What follows belongs to an exercise in optimizing a design on an open flow for small area and a short achievable clock period; a production flow would make more cautious choices.
Only simulation tests tie the RTL to the original design; equivalence was not proved.
Power figures rest on the tool's default switching activity, not on a simulated workload.

==> design/flow/config.mk <==
export PLATFORM = sky130hd
export DESIGN_NAME = pipe_regfile_mp
export DESIGN_NICKNAME = pipe_regfile_mp
export VERILOG_FILES = /design/flow/design.v
export SDC_FILE = /design/flow/constraint.sdc
export NUM_CORES = 4
export LEC_CHECK = 0
export CAP_MARGIN = 20
export CORE_MARGIN = 2
export CORE_UTILIZATION = 65
export CTS_BUF_LIST = sky130_fd_sc_hd__clkbuf_8
export SETUP_SLACK_MARGIN = 1.2
export SLEW_MARGIN = 20
export SYNTH_HIERARCHICAL = 1
export SYNTH_MINIMUM_KEEP_SIZE = 0
==> design/flow/constraint.sdc <==
create_clock -name core_clock -period 5.5 [get_ports {clk}]
set_input_delay 1.1000 -clock core_clock [delete_from_list [all_inputs] [get_ports {clk}]]
set_output_delay 1.1000 -clock core_clock [all_outputs]
set_load 0.01 [all_outputs]
==> design/flow/design.v <==
package rf_pkg;
   localparam int unsigned RF_INIT_ZERO  = 0;
   localparam int unsigned RF_INIT_INDEX = 1;
   function automatic integer rf_port_sel(input integer port, input integer width);
      rf_port_sel = port * width;
   endfunction
endpackage
module rf_init_seq #(
   parameter  int unsigned DEPTH     = 32,
   localparam int unsigned AW        = $clog2(DEPTH)
) (
   input  logic              clk,
   input  logic              reset,
   output logic [AW-1:0]     init_cnt,
   output logic              run
);
   logic [AW-1:0] cnt_q;
   logic          run_q;
   always_ff @(posedge clk) begin
      if (reset) begin
         run_q <= 1'b0;
         cnt_q <= '0;
      end else if (!run_q) begin
         cnt_q <= cnt_q + AW'(1);
         if (cnt_q == AW'(DEPTH - 1)) run_q <= 1'b1;
      end
   end
   assign init_cnt = cnt_q;
   assign run      = run_q;
endmodule
module pipe_regfile_mp #(
   parameter  int unsigned DATA_W    = 64,
   parameter  int unsigned DEPTH     = 32,
   parameter  int unsigned NUM_RD    = 2,
   parameter  int unsigned INIT_MODE = 1,
   localparam int unsigned AW        = $clog2(DEPTH)
) (
   input  logic                     clk,
   input  logic                     reset,
   input  logic [NUM_RD*AW-1:0]     rd_addr,
   output logic [NUM_RD*DATA_W-1:0] rd_data,
   output logic [NUM_RD-1:0]        rd_busy,
   input  logic                     wr_en,
   input  logic [AW-1:0]            wr_addr,
   input  logic [DATA_W-1:0]        wr_data,
   input  logic                     iss_en,
   input  logic [AW-1:0]            iss_addr,
   output logic                     ready
);
   localparam int unsigned NG = 8;                
   localparam int unsigned SW = DATA_W / NG;      
   localparam int unsigned NE = DEPTH - 1;        
   logic [AW-1:0] init_cnt;
   logic          run;
   rf_init_seq #(
      .DEPTH    (DEPTH)
   ) u_init_seq (
      .clk      (clk),
      .reset    (reset),
      .init_cnt (init_cnt),
      .run      (run)
   );
   assign ready = run;
   logic [AW-1:0]     waddr;
   logic              wen;
   logic [3:0]        wlo_n;
   logic [7:0]        whi_n;
   logic [DATA_W-1:0] mem_wdata;
   assign waddr = run ? wr_addr : init_cnt;
   assign wen   = !reset && (run ? wr_en : 1'b1);
   always_comb begin
      for (int j = 0; j < 4; j++) wlo_n[j] = !(waddr[1:0] == 2'(j));
      for (int g = 0; g < 8; g++) whi_n[g] = !(wen && (waddr[4:2] == 3'(g)));
      mem_wdata = wr_data;
      if (!run) begin
         mem_wdata = (INIT_MODE == rf_pkg::RF_INIT_INDEX) ? DATA_W'(init_cnt) : '0;
      end
   end
   logic [DATA_W-1:0] mem_q [1:DEPTH-1];
   for (genvar s = 0; s < NG; s++) begin : g_wsl
      logic [NE-1:0] we;      
      rf_dec u_wdec (.lo_n(wlo_n), .hi_n(whi_n), .y(we));
      for (genvar i = 1; i < DEPTH; i++) begin : g_ent
         always_ff @(posedge clk) begin
            if (we[i-1]) mem_q[i][s*SW +: SW] <= mem_wdata[s*SW +: SW];
         end
      end
   end
   logic [DEPTH-1:0] busy_q;
   assign busy_q[0] = 1'b0;
   for (genvar i = 1; i < DEPTH; i++) begin : g_busy
      always_ff @(posedge clk) begin
         if (reset) begin
            busy_q[i] <= 1'b0;
         end else if (run) begin
            if (iss_en && (iss_addr == AW'(i))) busy_q[i] <= 1'b1;
            else if (wr_en && (wr_addr == AW'(i))) busy_q[i] <= 1'b0;
         end
      end
   end
   for (genvar p = 0; p < NUM_RD; p++) begin : g_rd
      logic [AW-1:0] a;
      logic [3:0]    lo_n;
      logic [7:0]    hi_n;
      logic          hit, pass;
      logic [NE-1:0] sel0;
      assign a = rd_addr[rf_pkg::rf_port_sel(p, AW) +: AW];
      always_comb begin
         for (int j = 0; j < 4; j++) lo_n[j] = !(a[1:0] == 2'(j));
         for (int g = 0; g < 8; g++) hi_n[g] = !(a[4:2] == 3'(g));
      end
      assign hit  = run && wr_en && (wr_addr == a) && (a != '0);
      assign pass = run && !(wr_en && (wr_addr == a));
      for (genvar s = 0; s < NG; s++) begin : g_sl
         logic [NE-1:0] sel;     
         rf_dec u_rdec (.lo_n(lo_n), .hi_n(hi_n), .y(sel));
         if (s == 0) begin : g_s0
            assign sel0 = sel;
         end
         for (genvar k = s*SW; k < (s+1)*SW; k++) begin : g_bit
            logic [NE-1:0] col;
            always_comb begin
               for (int i = 1; i < DEPTH; i++) col[i-1] = mem_q[i][k];
            end
            rf_rd_bit #(.N(NE)) u_bit (
               .d    (col),
               .s    (sel),
               .wd   (wr_data[k]),
               .hit  (hit),
               .pass (pass),
               .y    (rd_data[rf_pkg::rf_port_sel(p, DATA_W) + k])
            );
         end
      end
      rf_rd_busy #(.N(NE)) u_busy (
         .d    (busy_q[DEPTH-1:1]),
         .s    (sel0),
         .pass (pass),
         .y    (rd_busy[p])
      );
   end
endmodule
module rf_dec (
   input  logic [3:0]  lo_n,
   input  logic [7:0]  hi_n,
   output logic [30:0] y
);
   for (genvar i = 1; i < 32; i++) begin : g_y
      rf_nor2 u_nor (.a(lo_n[i % 4]), .b(hi_n[i / 4]), .y(y[i-1]));
   end
endmodule
module rf_aoi_tree #(
   parameter int unsigned N = 31
) (
   input  logic [N-1:0] d,
   input  logic [N-1:0] s,
   output logic [3:0]   hp
);
   logic [31:0] dd, ss;
   assign dd = 32'(d);
   assign ss = 32'(s);
   for (genvar h = 0; h < 4; h++) begin : g_q
      if (8*h + 8 <= N) begin : g_8
         rf_or8 u_or (.d(dd[8*h +: 8]), .s(ss[8*h +: 8]), .y(hp[h]));
      end else begin : g_7
         rf_or7 u_or (.d(dd[8*h +: 7]), .s(ss[8*h +: 7]), .y(hp[h]));
      end
   end
endmodule
module rf_rd_bit #(
   parameter int unsigned N = 31
) (
   input  logic [N-1:0] d,
   input  logic [N-1:0] s,
   input  logic         wd,
   input  logic         hit,
   input  logic         pass,
   output logic         y
);
   logic [3:0] hp;
   logic [1:0] z_n;
   logic       bw_n;
   rf_aoi_tree #(.N(N)) u_tree (.d(d), .s(s), .hp(hp));
   rf_o21ai u_o0 (.a(hp[1:0]), .b(pass), .y(z_n[0]));
   rf_o21ai u_o1 (.a(hp[3:2]), .b(pass), .y(z_n[1]));
   rf_nand #(.W(2)) u_bw (.a({hit, wd}), .y(bw_n));
   rf_nand #(.W(3)) u_out (.a({z_n, bw_n}), .y(y));
endmodule
module rf_rd_busy #(
   parameter int unsigned N = 31
) (
   input  logic [N-1:0] d,
   input  logic [N-1:0] s,
   input  logic         pass,
   output logic         y
);
   logic [3:0] hp;
   logic [1:0] z_n;
   rf_aoi_tree #(.N(N)) u_tree (.d(d), .s(s), .hp(hp));
   rf_o21ai u_o0 (.a(hp[1:0]), .b(pass), .y(z_n[0]));
   rf_o21ai u_o1 (.a(hp[3:2]), .b(pass), .y(z_n[1]));
   rf_nand #(.W(2)) u_out (.a(z_n), .y(y));
endmodule
module rf_or8 (
   input  logic [7:0] d,
   input  logic [7:0] s,
   output logic       y
);
   logic [3:0] gn;
   for (genvar g = 0; g < 4; g++) begin : g_aoi
      assign gn[g] = ~|(d[2*g +: 2] & s[2*g +: 2]);
   end
   assign y = ~&gn;
endmodule
module rf_or7 (
   input  logic [6:0] d,
   input  logic [6:0] s,
   output logic       y
);
   logic [3:0] gn;
   for (genvar g = 0; g < 3; g++) begin : g_aoi
      assign gn[g] = ~|(d[2*g +: 2] & s[2*g +: 2]);
   end
   assign gn[3] = ~(d[6] & s[6]);
   assign y = ~&gn;
endmodule
module rf_aoi22 (
   input  logic [1:0] a,
   input  logic [1:0] b,
   output logic       y
);
   assign y = ~|(a & b);
endmodule
module rf_nand #(
   parameter int unsigned W = 4
) (
   input  logic [W-1:0] a,
   output logic         y
);
   assign y = ~&a;
endmodule
module rf_nor2 (
   input  logic a,
   input  logic b,
   output logic y
);
   assign y = ~(a | b);
endmodule
module rf_o21ai (
   input  logic [1:0] a,
   input  logic       b,
   output logic       y
);
   assign y = ~((|a) & b);
endmodule
==> design/flow/flow/run.sh <==
#!/bin/bash
# Own flow: the standard synthesis, then the standard layout with the
# delay cells (clkdlybuf4s*, dlygate4sd*, dlymetal6s*) added to the platform's
# don't-use list, so the port buffers and the timing repair use regular
# buffers. Each make run's full output goes to a log file in this folder.
set -euo pipefail
DU="sky130_fd_sc_hd__probe_p_8 sky130_fd_sc_hd__probec_p_8 sky130_fd_sc_hd__lpflow_bleeder_1 sky130_fd_sc_hd__lpflow_clkbufkapwr_1 sky130_fd_sc_hd__lpflow_clkbufkapwr_16 sky130_fd_sc_hd__lpflow_clkbufkapwr_2 sky130_fd_sc_hd__lpflow_clkbufkapwr_4 sky130_fd_sc_hd__lpflow_clkbufkapwr_8 sky130_fd_sc_hd__lpflow_clkinvkapwr_1 sky130_fd_sc_hd__lpflow_clkinvkapwr_16 sky130_fd_sc_hd__lpflow_clkinvkapwr_2 sky130_fd_sc_hd__lpflow_clkinvkapwr_4 sky130_fd_sc_hd__lpflow_clkinvkapwr_8 sky130_fd_sc_hd__lpflow_decapkapwr_12 sky130_fd_sc_hd__lpflow_decapkapwr_3 sky130_fd_sc_hd__lpflow_decapkapwr_4 sky130_fd_sc_hd__lpflow_decapkapwr_6 sky130_fd_sc_hd__lpflow_decapkapwr_8 sky130_fd_sc_hd__lpflow_inputiso0n_1 sky130_fd_sc_hd__lpflow_inputiso0p_1 sky130_fd_sc_hd__lpflow_inputiso1n_1 sky130_fd_sc_hd__lpflow_inputiso1p_1 sky130_fd_sc_hd__lpflow_inputisolatch_1 sky130_fd_sc_hd__lpflow_isobufsrc_1 sky130_fd_sc_hd__lpflow_isobufsrc_16 sky130_fd_sc_hd__lpflow_isobufsrc_2 sky130_fd_sc_hd__lpflow_isobufsrc_4 sky130_fd_sc_hd__lpflow_isobufsrc_8 sky130_fd_sc_hd__lpflow_isobufsrckapwr_16 sky130_fd_sc_hd__lpflow_lsbuf_lh_hl_isowell_tap_1 sky130_fd_sc_hd__lpflow_lsbuf_lh_hl_isowell_tap_2 sky130_fd_sc_hd__lpflow_lsbuf_lh_hl_isowell_tap_4 sky130_fd_sc_hd__lpflow_lsbuf_lh_isowell_4 sky130_fd_sc_hd__lpflow_lsbuf_lh_isowell_tap_1 sky130_fd_sc_hd__lpflow_lsbuf_lh_isowell_tap_2 sky130_fd_sc_hd__lpflow_lsbuf_lh_isowell_tap_4 "
DU="$DU sky130_fd_sc_hd__clkdlybuf4s15_1 sky130_fd_sc_hd__clkdlybuf4s15_2"
DU="$DU sky130_fd_sc_hd__clkdlybuf4s18_1 sky130_fd_sc_hd__clkdlybuf4s18_2"
DU="$DU sky130_fd_sc_hd__clkdlybuf4s25_1 sky130_fd_sc_hd__clkdlybuf4s25_2"
DU="$DU sky130_fd_sc_hd__clkdlybuf4s50_1 sky130_fd_sc_hd__clkdlybuf4s50_2"
DU="$DU sky130_fd_sc_hd__dlygate4sd1_1 sky130_fd_sc_hd__dlygate4sd2_1 sky130_fd_sc_hd__dlygate4sd3_1"
DU="$DU sky130_fd_sc_hd__dlymetal6s2s_1 sky130_fd_sc_hd__dlymetal6s4s_1 sky130_fd_sc_hd__dlymetal6s6s_1"
bash standard.sh synth > make_synth.log 2>&1
bash standard.sh "DONT_USE_CELLS=$DU" finish > make_layout.log 2>&1
==> design/flow/standard.sh <==
#!/bin/bash
# synth_recipe.tcl (not shown) runs the flow's synth.tcl, then flattens the netlist and writes it again
# the make line also repeats each setting of config.mk as NAME=value (left out here)
make -C /OpenROAD-flow-scripts/flow DESIGN_CONFIG=/design/flow/config.mk WORK_HOME=/design/flow/orfs CLKGATE_MAP_FILE= SYNTH_SCRIPT=/design/flow/synth_recipe.tcl "${@:-finish}"
==> flow_metrics.env, run 1 <==
export IMPL_synth_cells=6031
export IMPL_dp_cells=8193
export IMPL_grt_pass1_vias=67140
export IMPL_drt_pass1_iter_count=12
export IMPL_fillers=7655
export IMPL_grt_busiest_layer="met2"
export IMPL_cp_slowest_stage_delay_ns=0.39
export IMPL_finalNetCount=7102
export IMPL_place_area_mm2=0.08984
export IMPL_crit_type="input pin to output pin"
export IMPL_globalRouteTotalUtil_pct=46.89
export IMPL_worstSkewPairLatency_ns=1.04
export IMPL_gp_congestion=1.043
export IMPL_whs_path_depth=2
export IMPL_vias=71844
export IMPL_ios=219
export IMPL_synth_async_reset_ratio_pct=0
export IMPL_min_to="busy_q[29]"
export IMPL_grt_start_max_net_pins=48
export IMPL_ir_drop_mv=0.3663
export IMPL_yosysWarnings=9
export IMPL_use_met2_pct=67.33
export IMPL_power_density_mw_per_mm2=301.6
export IMPL_wl_per_cell_um=36.62
export IMPL_slew_headroom_pct=16.69
export IMPL_cts_tree="yes"
export IMPL_wl_mm=329.1
export IMPL_initial_core_util_pct=65.69
export IMPL_grt_pass1_wl_mm=454.9
export IMPL_io_buffers=218
export IMPL_cts_sinks=2021
export IMPL_clk_path_buf_depth=4
export IMPL_final_instance_count_excl_fill=8988
export IMPL_reg2reg_to="mem_q[22][25]"
export IMPL_worstPathMaxFanout=32
export IMPL_fp_dieW_um=366.4
export IMPL_cp_buffers_inverters=5
export IMPL_core_area_mm2=0.1300
export IMPL_grtUsageMet1_pct=61.94
export IMPL_drive_gt1_share_pct=20.25
export IMPL_die_area_mm2=0.1343
export IMPL_final_common_cell="edfxtp_1"
export IMPL_end_kind="output pin"
export IMPL_critical_path_slowest_cell="nor4_4"
export IMPL_final_util_pct=78.29
export IMPL_cp_start_kind="input pin"
export IMPL_rows=132
export IMPL_register_area_mm2=0.06032
export IMPL_rr_worst_depth=5
export IMPL_crit_cells=10
export IMPL_layout_setup_ws_ns=1.065
export IMPL_multi_input_area_mm2=0.02827
export IMPL_met3_usage_pct=16.05
export IMPL_status="complete, no violations"
export IMPL_cp_top_family="buffers and inverters"
export IMPL_pre_cts_slack_ns=0.3002
export IMPL_max_freq_mhz=225.5
export IMPL_worst_pin_slew_ns=1.245
export IMPL_hold_class="flop to flop"
export IMPL_arrival_ns=3.34
export IMPL_drcViolationCount=0
export IMPL_final_cell_mix="edfxtp_1, a22oi_1, nand4_1, clkbuf_8, nor2_1"
export IMPL_synth_nets=6121
export IMPL_cts_root_buf="clkbuf_8"
export IMPL_grt_antenna_before_repair=10
export IMPL_drt_iter0_markers=16023
export IMPL_viasPerCell=7.993
export IMPL_period_needed_ns=4.435
export IMPL_max_cap_violations=0
export IMPL_setup_tns_ns=0
export IMPL_die_h_um=366.4
export IMPL_seq_area_frac_synth_pct=70.64
export IMPL_grt_ovfl_total=0
export IMPL_ff2ff_setup_slack_ns=1.62
export IMPL_path_clk_slew_ns=0.06
export IMPL_slew_violations=0
export IMPL_post_route_period_util_pct=80.64
export IMPL_htree_levels=5
export IMPL_worstPathRequired_ns=4.40
export IMPL_reg2reg_from="u_init_seq.run_q"
export IMPL_cts_made_buffers=328
export IMPL_antenna_left=0
export IMPL_synth_edf_count=1984
export IMPL_synth_seq_cells=2021
export IMPL_rsz0062_at_grt="yes"
export IMPL_setup_viol=0
export IMPL_path_cells="buf_8, or2_4, buf_12, o211ai_1, nor4_4, buf_1, buf_12, nand2_1, nand3_1, buf_1"
export IMPL_final_cell_area_mm2=0.1018
export IMPL_netlist_area_mm2=0.08539
export IMPL_synth_distinct_cells=50
export IMPL_p_leak_nw=31.15
export IMPL_skew_ns=0.05397
export IMPL_worstHoldStart="busy_q[29]"
export IMPL_dp_hpwl_mm=201.7
export IMPL_syn2layout_area_growth_pct=19.17
export IMPL_synth_top_flop_cell="edfxtp_1"
export IMPL_hold_viol_final=0
export IMPL_synth_avg_cell_area_um2=14.16
cell families (layout without fill, tap and decap cells):
logic type | count (synthesis) | after routing | synth area share, %
flip-flops | 2021 | 2021 | 70.64
other | 0 | 12 | 0
XOR/XNOR | 9 | 9 | 0.09231
multiplexers | 2 | 2 | 0.02345
AND/OR/NAND/NOR | 1678 | 1686 | 9.319
buffers and inverters | 29 | 1222 | 0.1788
adder cells (fa/ha/maj) | 2 | 2 | 0.02930
AO/OA/AOI/OAI | 2290 | 2292 | 19.72
timing repair:
action                     4_1_cts  5_1_grt
hold buffers                     0        0
gates cloned                    18       12
gates resized for setup        689      492
setup buffers                   92      108
setup endpoints to repair      130      130
hold endpoints to repair         0        0
pin swaps                       91      160
stage by stage:
stage / hold WS, ns / total power, mW
floorplan: 0.4606 / 17.68
global placement: 0.4779 / 18.28
detailed placement: 0.4937 / 18.30
CTS: 0.5036 / 30.35
global route: 0.5234 / 31.31
finish: 0.5049 / 30.69
worst register-to-register path, stage by stage (launching register included):
cell and delay (ns):
dfxtp_4 0.60, nand3_2 0.44, a21oi_2 0.44, nand2_2 0.78
buf_2 0.58, nor2_1 0.68
cell type report:
| cell class | count | area share [%] |
|---|---|---|
| Sequential cell | 2021 | 59.28 |
| Multi-Input combinational cell | 3991 | 27.78 |
| Timing Repair Buffer | 664 | 4.965 |
| Clock buffer | 334 | 4.517 |
| Tap cell | 1742 | 2.142 |
| Clock inverter | 218 | 1.262 |
| Antenna cell | 12 | 0.02951 |
| Inverter | 6 | 0.02213 |
routing by layer:
layer  wire, um  vias to the layer above  share of wire [%]
met5        267                        -              0.081
met4      26090                       16                7.9
met3      58140                     1748                 18
met2     139000                     7831                 42
met1     105600                    34100                 32
li1           -                    28149                  -
power by group:
group | internal (mW) | total, mW | switching, mW
Sequential | 16.7 | 16.8 | 0.0411
Combinational | 0.464 | 1.70 | 1.24
Clock | 6.32 | 12.2 | 5.89
Total | 23.5 | 30.7 | 7.17
synthesized netlist by cell type (all sizes together), types with 2 or more instances:
cell type | count | area (um2)
edfxtp | 1984 | 59580
a22oi | 1820 | 13660
nor2 | 757 | 2841
nand4 | 390 | 2440
o21ai | 293 | 1466
nand3 | 264 | 1326
nand2 | 156 | 585.6
a222oi | 130 | 1301
and2 | 59 | 369.1
dfxtp | 37 | 740.7
o311ai | 31 | 271.5
nand2b | 17 | 106.4
clkbuf | 15 | 56.30
buf | 8 | 73.81
nand3b | 8 | 63.81
or2 | 7 | 43.79
inv | 6 | 22.52
xor2 | 5 | 43.79
nor2b | 4 | 35.03
or2b | 4 | 33.79
or3b | 4 | 35.03
xnor2 | 4 | 35.03
a21oi | 3 | 18.77
ha | 2 | 25.02
mux2i | 2 | 20.02
nor4 | 2 | 12.51
o211ai | 2 | 15.01
o22a | 2 | 17.52
o22ai | 2 | 12.51
o2bb2ai | 2 | 17.52
o41a | 2 | 22.52
or3 | 2 | 12.51
Yosys stat by module (local to each module, per instance), excerpt:
module / flip-flops and latches / cells
pipe_regfile_mp: 2015 / 2275
rf_or8: 0 / 5
rf_or7: 0 / 4
rf_o21ai: 0 / 1
rf_nor2: 0 / 1
flip-flops by register name, indices dropped and copies added (netlist names):
name              cells
mem_q              1984
u_init_seq.run_q      1
u_init_seq.cnt_q      5
busy_q               31
worst max path at each step:
stage	from	end	slack, ns
floorplan	rd_addr[3]	rd_data[1]	0.85
global placement	rd_addr[9]	rd_data[101]	0.24
detailed placement	rd_addr[9]	rd_data[101]	0.30
CTS	rd_addr[2]	rd_data[21]	1.10
global route	wr_addr[0]	rd_data[42]	1.09
finish	rd_addr[1]	rd_data[19]	1.06
==> inputs of run 2 (changes only) <==
--- a/design/flow/design.v
+++ b/design/flow/design.v
@@ -124,3 +124,3 @@
             end
-            rf_rd_bit #(.N(NE)) u_bit (
+            rf_rd_bit u_bit (
                .d    (col),
@@ -134,3 +134,3 @@
       end
-      rf_rd_busy #(.N(NE)) u_busy (
+      rf_rd_busy u_busy (
          .d    (busy_q[DEPTH-1:1]),
@@ -151,29 +151,22 @@
 endmodule
-module rf_aoi_tree #(
-   parameter int unsigned N = 31
-) (
-   input  logic [N-1:0] d,
-   input  logic [N-1:0] s,
-   output logic [3:0]   hp
-);
-   logic [31:0] dd, ss;
-   assign dd = 32'(d);
-   assign ss = 32'(s);
-   for (genvar h = 0; h < 4; h++) begin : g_q
-      if (8*h + 8 <= N) begin : g_8
-         rf_or8 u_or (.d(dd[8*h +: 8]), .s(ss[8*h +: 8]), .y(hp[h]));
-      end else begin : g_7
-         rf_or7 u_or (.d(dd[8*h +: 7]), .s(ss[8*h +: 7]), .y(hp[h]));
-      end
-   end
-endmodule
-module rf_rd_bit #(
-   parameter int unsigned N = 31
-) (
-   input  logic [N-1:0] d,
-   input  logic [N-1:0] s,
-   input  logic         wd,
-   input  logic         hit,
-   input  logic         pass,
-   output logic         y
+module rf_aoi_tree (
+   input  logic [30:0] d,
+   input  logic [30:0] s,
+   input  logic        en,
+   output logic [3:0]  hp,
+   output logic        d_n
+);
+   for (genvar h = 0; h < 3; h++) begin : g_q
+      rf_or8 u_or (.d(d[8*h +: 8]), .s(s[8*h +: 8]), .y(hp[h]));
+   end
+   rf_or6 u_or6 (.d(d[29:24]), .s(s[29:24]), .y(hp[3]));
+   rf_nand #(.W(3)) u_last (.a({d[30], s[30], en}), .y(d_n));
+endmodule
+module rf_rd_bit (
+   input  logic [30:0] d,
+   input  logic [30:0] s,
+   input  logic        wd,
+   input  logic        hit,
+   input  logic        pass,
+   output logic        y
 );
@@ -181,4 +174,4 @@
    logic [1:0] z_n;
-   logic       bw_n;
-   rf_aoi_tree #(.N(N)) u_tree (.d(d), .s(s), .hp(hp));
+   logic       l_n, bw_n;
+   rf_aoi_tree u_tree (.d(d), .s(s), .en(pass), .hp(hp), .d_n(l_n));
    rf_o21ai u_o0 (.a(hp[1:0]), .b(pass), .y(z_n[0]));
@@ -186,11 +179,9 @@
    rf_nand #(.W(2)) u_bw (.a({hit, wd}), .y(bw_n));
-   rf_nand #(.W(3)) u_out (.a({z_n, bw_n}), .y(y));
-endmodule
-module rf_rd_busy #(
-   parameter int unsigned N = 31
-) (
-   input  logic [N-1:0] d,
-   input  logic [N-1:0] s,
-   input  logic         pass,
-   output logic         y
+   rf_nand #(.W(4)) u_out (.a({z_n, l_n, bw_n}), .y(y));
+endmodule
+module rf_rd_busy (
+   input  logic [30:0] d,
+   input  logic [30:0] s,
+   input  logic        pass,
+   output logic        y
 );
@@ -198,6 +189,7 @@
    logic [1:0] z_n;
-   rf_aoi_tree #(.N(N)) u_tree (.d(d), .s(s), .hp(hp));
+   logic       l_n;
+   rf_aoi_tree u_tree (.d(d), .s(s), .en(pass), .hp(hp), .d_n(l_n));
    rf_o21ai u_o0 (.a(hp[1:0]), .b(pass), .y(z_n[0]));
    rf_o21ai u_o1 (.a(hp[3:2]), .b(pass), .y(z_n[1]));
-   rf_nand #(.W(2)) u_out (.a(z_n), .y(y));
+   rf_nand #(.W(3)) u_out (.a({z_n, l_n}), .y(y));
 endmodule
@@ -214,8 +206,8 @@
 endmodule
-module rf_or7 (
-   input  logic [6:0] d,
-   input  logic [6:0] s,
-   output logic       y
-);
-   logic [3:0] gn;
+module rf_or6 (
+   input  logic [5:0] d,
+   input  logic [5:0] s,
+   output logic       y
+);
+   logic [2:0] gn;
    for (genvar g = 0; g < 3; g++) begin : g_aoi
@@ -223,3 +215,2 @@
    end
-   assign gn[3] = ~(d[6] & s[6]);
    assign y = ~&gn;
==> flow_metrics.env, run 2 <==
export IMPL_slew_headroom_pct=14.03
export IMPL_largest_reg_flops=1984
export IMPL_switchingPower_mw=7.185
export IMPL_worst_pin_slew_ns=1.290
export IMPL_drt_pass1_iter_count=11
export IMPL_status="complete, no violations"
export IMPL_setup_viol=0
export IMPL_synthTopCellsByArea="edfxtp_1, a22oi_1, nand4_1"
export IMPL_layout_setup_ws_ns=0.8288
export IMPL_grt_antenna_before_repair=13
export IMPL_grt_busiest_layer="met2"
export IMPL_worstPathMaxFanout=16
export IMPL_final_common_cell="edfxtp_1"
export IMPL_synth_top_cells_by_count="edfxtp_1, a22oi_1, nor2_1, nand4_1, o21ai_1"
export IMPL_cp_start_kind="input pin"
export IMPL_skew_ns=0.06775
export IMPL_ir_drop_mv=0.3016
export IMPL_clk_path_buf_depth=4
export IMPL_syn2layout_area_growth_pct=17.87
export IMPL_netlist_area_mm2=0.08587
export IMPL_ios=219
export IMPL_finalNetCount=7229
export IMPL_viasPerCell=7.968
export IMPL_crit_type="input pin to output pin"
export IMPL_pre_cts_slack_ns=0.3902
export IMPL_yosysMostFrequentCell="edfxtp_1"
export IMPL_drt_iter0_markers=15609
export IMPL_max_freq_mhz=214.1
export IMPL_p_seq_share_pct=55.3
export IMPL_drcViolationCount=0
export IMPL_core_area_mm2=0.1313
export IMPL_use_met2_pct=65.97
export IMPL_io_buffers=218
export IMPL_final_cell_mix="edfxtp_1, a22oi_1, nand4_1, nor2_1, clkbuf_8"
export IMPL_cp_startpoint="rd_addr[9]"
export IMPL_period_needed_ns=4.671
export IMPL_grt_pass1_vias=68053
export IMPL_fp_dieW_um=367.5
export IMPL_grtUsageMet1_pct=62.06
export IMPL_rows=133
export IMPL_worstHoldStart="iss_addr[1]"
export IMPL_min_to="busy_q[15]"
export IMPL_die_h_um=367.5
export IMPL_synth_avg_cell_area_um2=13.94
export IMPL_dp_cells=8376
export IMPL_drive_gt1_share_pct=18.81
export IMPL_wl_mm=331.9
export IMPL_grt_pass1_wl_mm=454.0
export IMPL_rr_worst_depth=7
export IMPL_grt_start_max_net_pins=79
export IMPL_synth_seq_cells=2021
export IMPL_synth_edf_count=1984
export IMPL_ff2ff_setup_slack_ns=1.54
export IMPL_cts_sinks=2021
export IMPL_max_cap_violations=0
export IMPL_top_regs="mem_q (1984), busy_q (31), u_init_seq.cnt_q (5)"
export IMPL_power_frac_comb_pct=5.3
export IMPL_seq_area_frac_synth_pct=70.24
export IMPL_final_util_pct=77.09
export IMPL_synth_cells=6161
export IMPL_internal_power_mw=23.15
export IMPL_slew_violations=0
export IMPL_final_instance_count_excl_fill=9152
export IMPL_setup_tns_ns=0
export IMPL_yosysWarnings=9
export IMPL_die_area_mm2=0.1350
export IMPL_rsz0062_at_grt="yes"
export IMPL_cts_root_buf="clkbuf_8"
export IMPL_yosysTopAreaCell="edfxtp_1"
export IMPL_dp_hpwl_mm=203.0
export IMPL_clock_power_share_pct=39.3
export IMPL_hold_viol_final=0
export IMPL_synth_nets=6251
export IMPL_worstPathRequired_ns=4.40
export IMPL_gp_congestion=1.038
export IMPL_grt_ovfl_total=0
export IMPL_globalRouteTotalUtil_pct=46.59
export IMPL_synth_async_reset_ratio_pct=0
export IMPL_antenna_left=0
export IMPL_cts_made_buffers=331
export IMPL_swShare_pct=23.69
export IMPL_whs_path_depth=3
export IMPL_power_total_mw=30.33
export IMPL_power_density_mw_per_mm2=299.7
export IMPL_met3_usage_pct=17.77
export IMPL_htree_levels=5
export IMPL_initial_core_util_pct=65.40
export IMPL_reg2reg_to="mem_q[31][22]"
export IMPL_reg2reg_from="u_init_seq.run_q"
export IMPL_end_kind="output pin"
export IMPL_synth_distinct_cells=49
export IMPL_cts_tree="yes"
export IMPL_p_leak_nw=30.77
export IMPL_post_route_period_util_pct=84.93
export IMPL_regMostFlops="mem_q"
export IMPL_hold_class="input pin to flop"
export IMPL_wl_per_cell_um=36.26
export IMPL_vias=72925
export IMPL_arrival_ns=3.57
export IMPL_worstSkewPairLatency_ns=1.05
export IMPL_synth_top_flop_cell="edfxtp_1"
export IMPL_synth_top_cell_area_share_pct=69.38
export IMPL_hold_buffers=0
export IMPL_path_clk_slew_ns=0.07
==> run 2: cell count changes in the layout (fill, tap and decap cells not counted), moves of 14 or more <==
cell / before / now
nor2_1: 328 / 394
a222oi_1: 130 / 0
diode_2: 12 / 32
nand3_1: 238 / 262
nand4_1: 390 / 518
nor2_4: 169 / 106
buf_2: 124 / 141
nand3_2: 21 / 6
buf_1: 299 / 281
o21ai_1: 153 / 207
o21ai_2: 125 / 72
buf_12: 48 / 34
a22oi_1: 1781 / 1884
a22oi_2: 39 / 66
==> run 2: stage by stage <==
| step | hold WS (ns) | cell area (um2) |
|---|---|---|
| final | 0.4954 | 101200 |
| after global routing | 0.5103 | 101200 |
| after CTS | 0.4286 | 98750 |
| after detailed placement | 0.4849 | 90510 |
| after global placement | 0.4785 | 90500 |
| after floorplan | 0.4606 | 85990 |
==> run 2: per-module statistics from Yosys (local to each module, per instance), a selection <==
module	copies in the design	area, um2	flops+latches	cells inside
pipe_regfile_mp	1	61840	2015	2275
rf_nor2	744	3.754	0	1
rf_o21ai	260	5.005	0	1
rf_or6	130	27.53	0	4
rf_or8	390	36.28	0	5
==> run 2: cells by family after synthesis <==
logic type               Yosys count  synth area share (%)
AO/OA/AOI/OAI                   2290                 19.23
multiplexers                       2               0.02331
buffers and inverters             29                0.1777
XOR/XNOR                           9               0.09178
AND/OR/NAND/NOR                 1808                 10.21
adder cells (fa/ha/maj)            2               0.02914
flip-flops                      2021                 70.24
==> run 2: final cells by class <==
type / instances / area, um2
Sequential cell: 2021 / 60320
Fill cell: 7788 / 30080
Multi-Input combinational cell: 4120 / 28080
Timing Repair Buffer: 659 / 4761
Clock buffer: 339 / 4666
Tap cell: 1755 / 2196
Clock inverter: 220 / 1086
Antenna cell: 32 / 80.08
Inverter: 6 / 26.28
==> run 2: power groups by stage <==
stage | Sequential [mW] | Clock (mW) | Combinational (mW)
floorplan | 17.1 | 0 | 0.573
global placement | 17.1 | 0 | 1.17
detailed placement | 17.1 | 0 | 1.19
CTS | 16.8 | 11.9 | 1.37
global route | 16.8 | 12.6 | 1.60
finish | 16.8 | 11.9 | 1.61
==> run 2: critical path, stage by stage <==
cell,delay [ns]
buf_6,0.19
nand3b_1,0.16
buf_6,0.14
buf_6,0.17
buf_16,0.28
nor2_4,0.14
a22oi_1,0.18
nand4_1,0.37
o21ai_2,0.52
nand4_1,0.16
buf_1,0.16
==> run 2: worst max path at each step <==
stage	to	slack [ns]	cells past startpoint
final	rd_data[64]	0.83	11
after global routing	rd_data[64]	0.91	11
after CTS	rd_data[66]	1.15	10
after detailed placement	rd_data[52]	0.39	9
after global placement	rd_data[65]	0.36	9
after floorplan	rd_data[1]	0.86	6
==> run 2: layer usage <==
layer  part of all wire, %  up-vias
li1                      -    28569
met1                    32    34765
met2                    42     7823
met3                    18     1754
met4                   7.0       14
met5                 0.090        -
==> run 2: timing repair <==
action / CTS / global route
gates resized for setup: 470 / 504
cloned: 14 / 12
hold endpoints to repair: 0 / 0
pin swaps: 30 / 91
setup endpoints to repair: 130 / 130
buffers inserted: 92 / 65
==> inputs of run 3 (changes only) <==
--- a/design/flow/design.v
+++ b/design/flow/design.v
@@ -51,2 +51,4 @@
    localparam int unsigned SW = DATA_W / NG;      
+   localparam int unsigned NW = 4;                
+   localparam int unsigned WW = DATA_W / NW;      
    localparam int unsigned NE = DEPTH - 1;        
@@ -79,3 +81,3 @@
    logic [DATA_W-1:0] mem_q [1:DEPTH-1];
-   for (genvar s = 0; s < NG; s++) begin : g_wsl
+   for (genvar s = 0; s < NW; s++) begin : g_wsl
       logic [NE-1:0] we;      
@@ -84,3 +86,3 @@
          always_ff @(posedge clk) begin
-            if (we[i-1]) mem_q[i][s*SW +: SW] <= mem_wdata[s*SW +: SW];
+            if (we[i-1]) mem_q[i][s*WW +: WW] <= mem_wdata[s*WW +: WW];
          end
--- a/design/flow/config.mk
+++ b/design/flow/config.mk
@@ -11,3 +11,3 @@
 export CTS_BUF_LIST = sky130_fd_sc_hd__clkbuf_8
-export SETUP_SLACK_MARGIN = 1.2
+export SETUP_SLACK_MARGIN = 1.0
 export SLEW_MARGIN = 20
==> flow_metrics.env, run 3 <==
export IMPL_synth_top_cells_by_count="edfxtp_1, a22oi_1, nor2_1, nand4_1, o21ai_1"
export IMPL_cp_buffers_inverters=4
export IMPL_grt_pass1_wl_mm=437.6
export IMPL_drt_pass1_iter_count=10
export IMPL_rr_worst_depth=6
export IMPL_wl_met3_mm=51.16
export IMPL_skew_ns=0.05375
export IMPL_hold_buffers=0
export IMPL_reg2reg_to="mem_q[26][32]"
export IMPL_cts_made_buffers=334
export IMPL_whs_path_depth=2
export IMPL_wl_met1_mm=103.0
export IMPL_end_kind="output pin"
export IMPL_crit_type="input pin to output pin"
export IMPL_rows=133
export IMPL_top_regs="mem_q (1984), busy_q (31), u_init_seq.cnt_q (5)"
export IMPL_final_cell_area_mm2=0.09970
export IMPL_drt_iter0_markers=13873
export IMPL_max_freq_mhz=214.1
export IMPL_setup_tns_ns=0
export IMPL_worstPathRequired_ns=4.40
export IMPL_grt_antenna_before_repair=23
export IMPL_worst_path_most_repeated_cell="buf_2"
export IMPL_crit_cells=9
export IMPL_io_buffers=218
export IMPL_max_cap_violations=0
export IMPL_synth_cells=6037
export IMPL_final_common_cell="edfxtp_1"
export IMPL_netlist_area_mm2=0.08541
export IMPL_place_area_mm2=0.09038
export IMPL_dp_cells=8355
export IMPL_grt_start_max_net_pins=33
export IMPL_viasPerCell=7.775
export IMPL_syn2layout_area_growth_pct=16.74
export IMPL_wl_per_cell_um=34.36
export IMPL_dp_hpwl_mm=196.2
export IMPL_ir_drop_mv=0.2965
export IMPL_yosysMostFrequentCell="edfxtp_1"
export IMPL_cts_sinks=2021
export IMPL_critical_path_slowest_cell="or3_4"
export IMPL_final_instance_count_excl_fill=9077
export IMPL_worstPathMaxFanout=32
export IMPL_final_cell_mix="edfxtp_1, a22oi_1, nand4_1, clkbuf_8, buf_1"
export IMPL_globalRouteTotalUtil_pct=44.36
export IMPL_synth_nets=6127
export IMPL_power_density_mw_per_mm2=309.0
export IMPL_core_area_mm2=0.1310
export IMPL_ff2ff_setup_slack_ns=1.72
export IMPL_drive_gt1_share_pct=17.11
export IMPL_cp_top_family="simple AND/OR/NAND/NOR gates"
export IMPL_met2_length_mm=135.9
export IMPL_p_leak_nw=30.62
export IMPL_status="complete, no violations"
export IMPL_yosysTopAreaCell="edfxtp_1"
export IMPL_synth_distinct_cells=49
export IMPL_ios=219
export IMPL_cts_tree="yes"
export IMPL_worstSkewPairLatency_ns=1.05
export IMPL_path_cells="buf_2, buf_4, or3_4, o211ai_1, nor4_4, buf_6, nand2_1, nand4_1, buf_2"
export IMPL_hold_viol_final=0
export IMPL_period_needed_ns=4.671
export IMPL_setup_viol=0
export IMPL_synth_edf_count=1984
export IMPL_wl_mm=311.8
export IMPL_rsz0062_at_grt="yes"
export IMPL_gp_congestion=1.015
export IMPL_initial_core_util_pct=65.22
export IMPL_min_to="u_init_seq.run_q"
export IMPL_htree_levels=5
export IMPL_cp_slowest_stage_delay_ns=0.45
export IMPL_worst_pin_slew_ns=1.228
export IMPL_synth_top_flop_cell="edfxtp_1"
export IMPL_die_h_um=366.5
export IMPL_seq_area_frac_synth_pct=70.62
export IMPL_yosysWarnings=9
export IMPL_drcViolationCount=0
export IMPL_path_clk_slew_ns=0.06
export IMPL_synthTopCellsByArea="edfxtp_1, a22oi_1, nand4_1"
export IMPL_grt_pass1_vias=66544
export IMPL_worstHoldStart="reset"
export IMPL_synth_top_cell_area_share_pct=69.75
export IMPL_synth_avg_cell_area_um2=14.15
export IMPL_reg2reg_from="u_init_seq.run_q"
export IMPL_vias=70577
export IMPL_synth_async_reset_ratio_pct=0
export IMPL_fp_dieW_um=366.5
export IMPL_antenna_left=0
export IMPL_regMostFlops="mem_q"
export IMPL_post_route_period_util_pct=84.92
export IMPL_fillers=8093
export IMPL_synth_seq_cells=2021
export IMPL_cp_start_kind="input pin"
export IMPL_dr_max_layer_used="met5"
export IMPL_clk_path_buf_depth=4
export IMPL_slew_violations=0
export IMPL_hold_class="input pin to flop"
export IMPL_finalNetCount=7161
export IMPL_largest_reg_flops=1984
export IMPL_arrival_ns=3.57
export IMPL_die_area_mm2=0.1343
export IMPL_grt_ovfl_total=0
export IMPL_cts_root_buf="clkbuf_8"
export IMPL_slew_headroom_pct=18.12
[run 3: cell types whose count changed in the layout (fill, tap and decap cells not counted), moves of 13 or more]
cell	previous run	this run
nor2_1	394	326
buf_1	281	340
buf_4	50	35
a22oi_2	66	20
nor2_4	106	52
diode_2	32	17
a22oi_1	1884	1930
o21ai_2	72	52
buf_8	25	10
bufinv_16	6	19
buf_2	141	215
o21ai_1	207	233
buf_12	34	16
[run 3: report_power, final]
part | leakage, nW | internal, mW | switching (mW) | total, mW
clock | 3.49 | 6.66 | 5.98 | 12.6
sequential | 18.1 | 16.7 | 0.0378 | 16.8
combinational | 9.05 | 0.363 | 1.01 | 1.38
[run 3: layout make-up]
class                   count  area (um2)  share of cell area, %
diodes                     17       42.54                0.04267
clock buffers             343        4721                  4.735
clock inverters           227        1435                  1.439
inverters                   6       26.28                0.02635
multi-input cells        3997       26810                  26.89
flip-flops and latches   2021       60320                  60.50
well taps                1755        2196                  2.202
repair buffers            711        4155                  4.168
[run 3: what timing repair did]
action,CTS,global route
setup endpoints to repair,130,130
resized for setup,299,377
pin swaps,13,39
buffers inserted,48,66
cloned,12,7
[run 3: modules after synthesis (local to each module, per instance), excerpt]
module	cell area, um2	flops+latches	cells
rf_nor2	3.754	0	1
rf_or6	27.53	0	4
pipe_regfile_mp	61840	2015	2275
rf_or8	36.28	0	5
rf_o21ai	5.005	0	1
[run 3: worst max-delay path by stage]
stage                    start      endpoint  slack (ns)
floorplan           rd_addr[3]    rd_data[1]        0.84
finish              rd_addr[8]  rd_data[113]        0.83
detailed placement  wr_addr[0]  rd_data[103]        0.31
CTS                 rd_addr[4]   rd_data[31]        0.94
global route        rd_addr[8]  rd_data[113]        0.88
global placement    wr_addr[0]  rd_data[103]        0.32
[run 3: stage by stage]
| stage | worst slack (ns) | total power, mW | hold WS, ns | utilization (%) |
|---|---|---|---|---|
| floorplan | 0.8404 | 17.65 | 0.4606 | - |
| global placement | 0.3212 | 18.16 | 0.4839 | 69.01 |
| detailed placement | 0.3136 | 18.18 | 0.4949 | 69.01 |
| CTS | 0.9369 | 30.59 | 0.4258 | 74.76 |
| global route | 0.8830 | 31.46 | 0.4784 | 76.12 |
| finish | 0.8294 | 30.80 | 0.4733 | 76.13 |
[run 3: cell families (layout without fill, tap and decap cells)]
logic type	after synthesis	count (layout)	synth area share [%]
xor gates and xnor gates	9	9	0.09228
adders and majority gates	2	2	0.02929
AOI/OAI and AO/OA	2290	2294	19.33
muxes	2	2	0.02344
and+or+nand+nor	1684	1690	9.724
buffers and inverters	29	1287	0.1787
DFF	2021	2021	70.62
other	0	17	0
[run 3: worst reg2reg max path: stages, from the launching register on]
cell	delay (ns)
dfxtp_4	0.66
buf_2	0.69
nor2_1	0.27
a21oi_4	0.87
buf_4	0.44
nor2_1	0.16
buf_1	0.36
[run 3: per-layer routing]
layer	GRT usage, %	vias up
met5	0	-
met4	24.69	18
met3	14.90	1506
met2	64.95	7141
met1	58.79	33649
li1	-	28263
==> inputs of run 4 (changes only) <==
--- a/design/flow/design.v
+++ b/design/flow/design.v
@@ -106,4 +106,4 @@
       logic [7:0]    hi_n;
-      logic          hit, pass;
       logic [NE-1:0] sel0;
+      logic          pass0;
       assign a = rd_addr[rf_pkg::rf_port_sel(p, AW) +: AW];
@@ -113,9 +113,10 @@
       end
-      assign hit  = run && wr_en && (wr_addr == a) && (a != '0);
-      assign pass = run && !(wr_en && (wr_addr == a));
       for (genvar s = 0; s < NG; s++) begin : g_sl
          logic [NE-1:0] sel;     
+         logic          hit, pass;
          rf_dec u_rdec (.lo_n(lo_n), .hi_n(hi_n), .y(sel));
+         rf_hit u_hit (.a(a), .wa(wr_addr), .we(wr_en), .run(run), .hit(hit), .pass(pass));
          if (s == 0) begin : g_s0
-            assign sel0 = sel;
+            assign sel0  = sel;
+            assign pass0 = pass;
          end
@@ -139,3 +140,3 @@
          .s    (sel0),
-         .pass (pass),
+         .pass (pass0),
          .y    (rd_busy[p])
@@ -143,2 +144,15 @@
    end
+endmodule
+module rf_hit (
+   input  logic [4:0] a,
+   input  logic [4:0] wa,
+   input  logic       we,
+   input  logic       run,
+   output logic       hit,
+   output logic       pass
+);
+   logic eq;
+   assign eq   = (wa == a);
+   assign hit  = run && we && eq && (a != '0);
+   assign pass = run && !(we && eq);
 endmodule
--- a/design/flow/config.mk
+++ b/design/flow/config.mk
@@ -11,3 +11,3 @@
 export CTS_BUF_LIST = sky130_fd_sc_hd__clkbuf_8
-export SETUP_SLACK_MARGIN = 1.0
+export SETUP_SLACK_MARGIN = 1.25
 export SLEW_MARGIN = 20
==> flow_metrics.env, run 4 <==
export IMPL_final_common_cell="edfxtp_1"
export IMPL_die_h_um=369.0
export IMPL_final_cell_mix="edfxtp_1, a22oi_1, nand4_1, buf_1, clkbuf_8"
export IMPL_grt_pass1_vias=68644
export IMPL_drcViolationCount=0
export IMPL_vias=73006
export IMPL_yosysMostFrequentCell="edfxtp_1"
export IMPL_synth_top_flop_cell="edfxtp_1"
export IMPL_hold_class="input pin to flop"
export IMPL_synth_edf_count=1984
export IMPL_synth_top_cell_area_share_pct=68.82
export IMPL_synth_seq_cells=2021
export IMPL_largest_reg_flops=1984
export IMPL_core_area_mm2=0.1318
export IMPL_max_freq_mhz=223.8
export IMPL_clk_path_buf_depth=4
export IMPL_top_regs="mem_q (1984), busy_q (31), u_init_seq.cnt_q (5)"
export IMPL_synth_top_cells_by_count="edfxtp_1, a22oi_1, nor2_1, nand4_1, o21ai_1"
export IMPL_seq_area_frac_synth_pct=69.67
export IMPL_cts_sinks=2021
export IMPL_grt_start_max_net_pins=44
export IMPL_viasPerCell=7.885
export IMPL_rows=133
export IMPL_clock_power_share_pct=40.0
export IMPL_slew_violations=0
export IMPL_worstPathMaxFanout=43
export IMPL_regMostFlops="mem_q"
export IMPL_path_clk_slew_ns=0.06
export IMPL_whs_ns=0.4252
export IMPL_worstPathRequired_ns=6.20
export IMPL_internal_power_mw=23.58
export IMPL_hold_buffers=0
export IMPL_setup_tns_ns=0
export IMPL_final_cell_area_mm2=0.1028
export IMPL_drt_iter0_markers=14977
export IMPL_power_frac_comb_pct=5.4
export IMPL_swShare_pct=23.31
export IMPL_p_seq_share_pct=54.6
export IMPL_wl_per_cell_um=34.84
export IMPL_initial_core_util_pct=65.69
export IMPL_skew_ns=0.04075
export IMPL_yosysTopAreaCell="edfxtp_1"
export IMPL_end_kind="flop"
export IMPL_place_area_mm2=0.09154
export IMPL_synth_cells=6224
export IMPL_power_density_mw_per_mm2=299.0
export IMPL_rsz0062_at_grt="yes"
export IMPL_wl_mm=322.6
export IMPL_cts_tree="yes"
export IMPL_hold_viol_final=0
export IMPL_syn2layout_area_growth_pct=18.75
export IMPL_htree_levels=5
export IMPL_p_leak_nw=30.58
export IMPL_fp_dieW_um=369.0
export IMPL_antenna_left=0
export IMPL_netlist_area_mm2=0.08657
export IMPL_dp_hpwl_mm=208.1
export IMPL_setup_viol=0
export IMPL_yosysWarnings=9
export IMPL_drt_pass1_iter_count=10
export IMPL_io_buffers=218
export IMPL_status="complete, no violations"
export IMPL_cp_start_kind="flop"
export IMPL_synth_avg_cell_area_um2=13.91
export IMPL_worst_pin_slew_ns=1.428
export IMPL_globalRouteTotalUtil_pct=45.07
export IMPL_period_needed_ns=4.468
export IMPL_synth_distinct_cells=41
export IMPL_ios=219
export IMPL_synth_async_reset_ratio_pct=0
export IMPL_grt_ovfl_total=0
export IMPL_grt_antenna_before_repair=8
export IMPL_post_route_period_util_pct=81.23
export IMPL_die_area_mm2=0.1361
export IMPL_arrival_ns=5.17
export IMPL_slew_headroom_pct=4.787
export IMPL_final_util_pct=78.00
export IMPL_drive_gt1_share_pct=19.35
export IMPL_grt_pass1_wl_mm=447.7
export IMPL_max_cap_violations=0
export IMPL_synthTopCellsByArea="edfxtp_1, a22oi_1, nand4_1"
export IMPL_cts_made_buffers=331
export IMPL_gp_congestion=1.026
export IMPL_finalNetCount=7369
export IMPL_ir_drop_mv=0.2648
export IMPL_crit_type="flop to flop"
export IMPL_worstSkewPairLatency_ns=1.05
export IMPL_switchingPower_mw=7.165
export IMPL_synth_nets=6314
export IMPL_cts_root_buf="clkbuf_8"
[run 4: cell types whose count changed in the layout (fill, tap and decap cells not counted), sizes merged, moves of 10 or more]
cell	change
nor2b	+30
nand4	+18
clkbuf	+15
o21a	+16
xnor2	+77
o311ai	-31
nand2	+15
nor3	+17
or4	+16
nand2b	-10
inv	-21
o21ai	+49
[run 4: per-module statistics from Yosys (local to each module, per instance), excerpt]
| module | area [um2] | flops+latches | copies in the design | cells inside |
|---|---|---|---|---|
| rf_hit | 78.83 | 0 | 16 | 11 |
| rf_or6 | 27.53 | 0 | 130 | 4 |
| rf_o21ai | 5.005 | 0 | 260 | 1 |
| rf_nor2 | 3.754 | 0 | 620 | 1 |
| pipe_regfile_mp | 61740 | 2015 | 1 | 2286 |
| rf_or8 | 36.28 | 0 | 390 | 5 |
[run 4: worst paths after layout]
path / slack [ns] / to / start / cells after the start
worst max-delay path: 1.03 / mem_q[16][52] / u_init_seq.run_q / 7
worst min-delay path: 0.43 / u_init_seq.cnt_q[4] / reset / 2
worst max register to register: 1.03 / mem_q[16][52] / u_init_seq.run_q / 7
worst min register to register: 0.58 / u_init_seq.cnt_q[4] / u_init_seq.cnt_q[4] / 2
[run 4: per-stage QoR]
stage | worst slack [ns] | instances | power, mW
floorplan | 1.337 | 6224 | 17.71
global placement | 0.1556 | 8541 | 18.29
detailed placement | 0.1509 | 8544 | 18.32
CTS | 1.172 | 9155 | 30.44
global route | 1.156 | 9255 | 31.34
finish | 1.032 | 9259 | 30.74
[run 4: what timing repair did]
| action | 4_1_cts | 5_1_grt |
|---|---|---|
| pin swaps | 29 | 67 |
| setup endpoints to repair | 130 | 130 |
| gates resized for setup | 849 | 312 |
| buffers inserted | 59 | 81 |
| gates cloned | 3 | 10 |
[run 4: kinds of logic (layout without fill, tap and decap cells)]
family	Yosys count	after routing	synth area share, %
adders and majority gates	2	2	0.02890
DFF	2021	2021	69.67
AOI/OAI and AO/OA	2316	2316	19.08
xor gates and xnor gates	83	83	0.8397
and+or+nand+nor	1780	1782	10.24
buffers and inverters	20	1289	0.1098
muxes	2	2	0.02312
other	0	9	0
[run 4: routing by layer]
layer  routed length (um)  part of all wire, %  vias up  track usage [%]
li1                     -                    -    28909                -
met1               105300                   33    34816            60.69
met2               139400                   43     7629            66.30
met3                53750                   17     1650            12.86
met4                24050                  7.5        2            25.72
met5                   13               0.0040        -                0
[run 4: critical path, stage by stage, from the launching register on]
cell     delay, ns
dfxtp_4       0.75
buf_2         0.95
nor3_1        0.18
a21o_1        0.23
nand2_1       0.45
buf_1         1.04
nor2_1        0.14
buf_2         0.38
[run 4: power by group through the flow]
stage | clock network, mW | logic (mW) | registers (mW)
6_report | 12.3 | 1.66 | 16.8
5_1_grt | 12.9 | 1.67 | 16.8
4_1_cts | 12.2 | 1.41 | 16.8
3_5_place_dp | 0 | 1.21 | 17.1
3_3_place_gp | 0 | 1.19 | 17.1
2_1_floorplan | 0 | 0.611 | 17.1
[run 4: final cells by class]
type,instances,area (um2)
multi-input combinational,4185,29500
sequential,2021,60320
fill,7777,28990
clock inverter,210,1250
tap,1755,2196
antenna,9,22.52
clock buffer,339,4666
timing repair buffer,737,4842
inverter,3,11.26

separate check: timing with driven ports:
How much do the figures lean on ideal ports? The routed layouts below were timed once more, with nothing changed but the port constraints.
Step 1 assumes that a clkbuf_16 drives the clock port and a buf_2 every other input.
Step 2 adds t to the input delays and takes it off the output delays; t is the mean of the earliest and latest rising clock arrival at the registers after step 1. Input paths then give back, and output paths get back, about the clock's delay inside the block.
a / b / c = ideal / step 1 / step 2; a / b = the first two.
run	shift t [ns]	setup slack, ns	hold WS [ns]	latest minus earliest clock arrival (ns)
run 1	1.087	1.065 / 1.009 / 0.931	0.505 / 0.505 / 0.505	0.062 / 0.062
run 2	1.109	0.829 / 0.779 / 0.779	0.495 / 0.431 / 0.502	0.077 / 0.077
run 3	1.102	0.829 / 0.658 / 0.658	0.473 / 0.409 / 0.509	0.064 / 0.064
run 4	1.113	1.032 / 0.909 / 0.846	0.425 / 0.381 / 0.577	0.049 / 0.049
After both steps setup and hold are still met in every run listed. For run 4, which loses most, drivers alone change the setup slack by -0.123 ns; drivers and shift together by -0.186 ns.
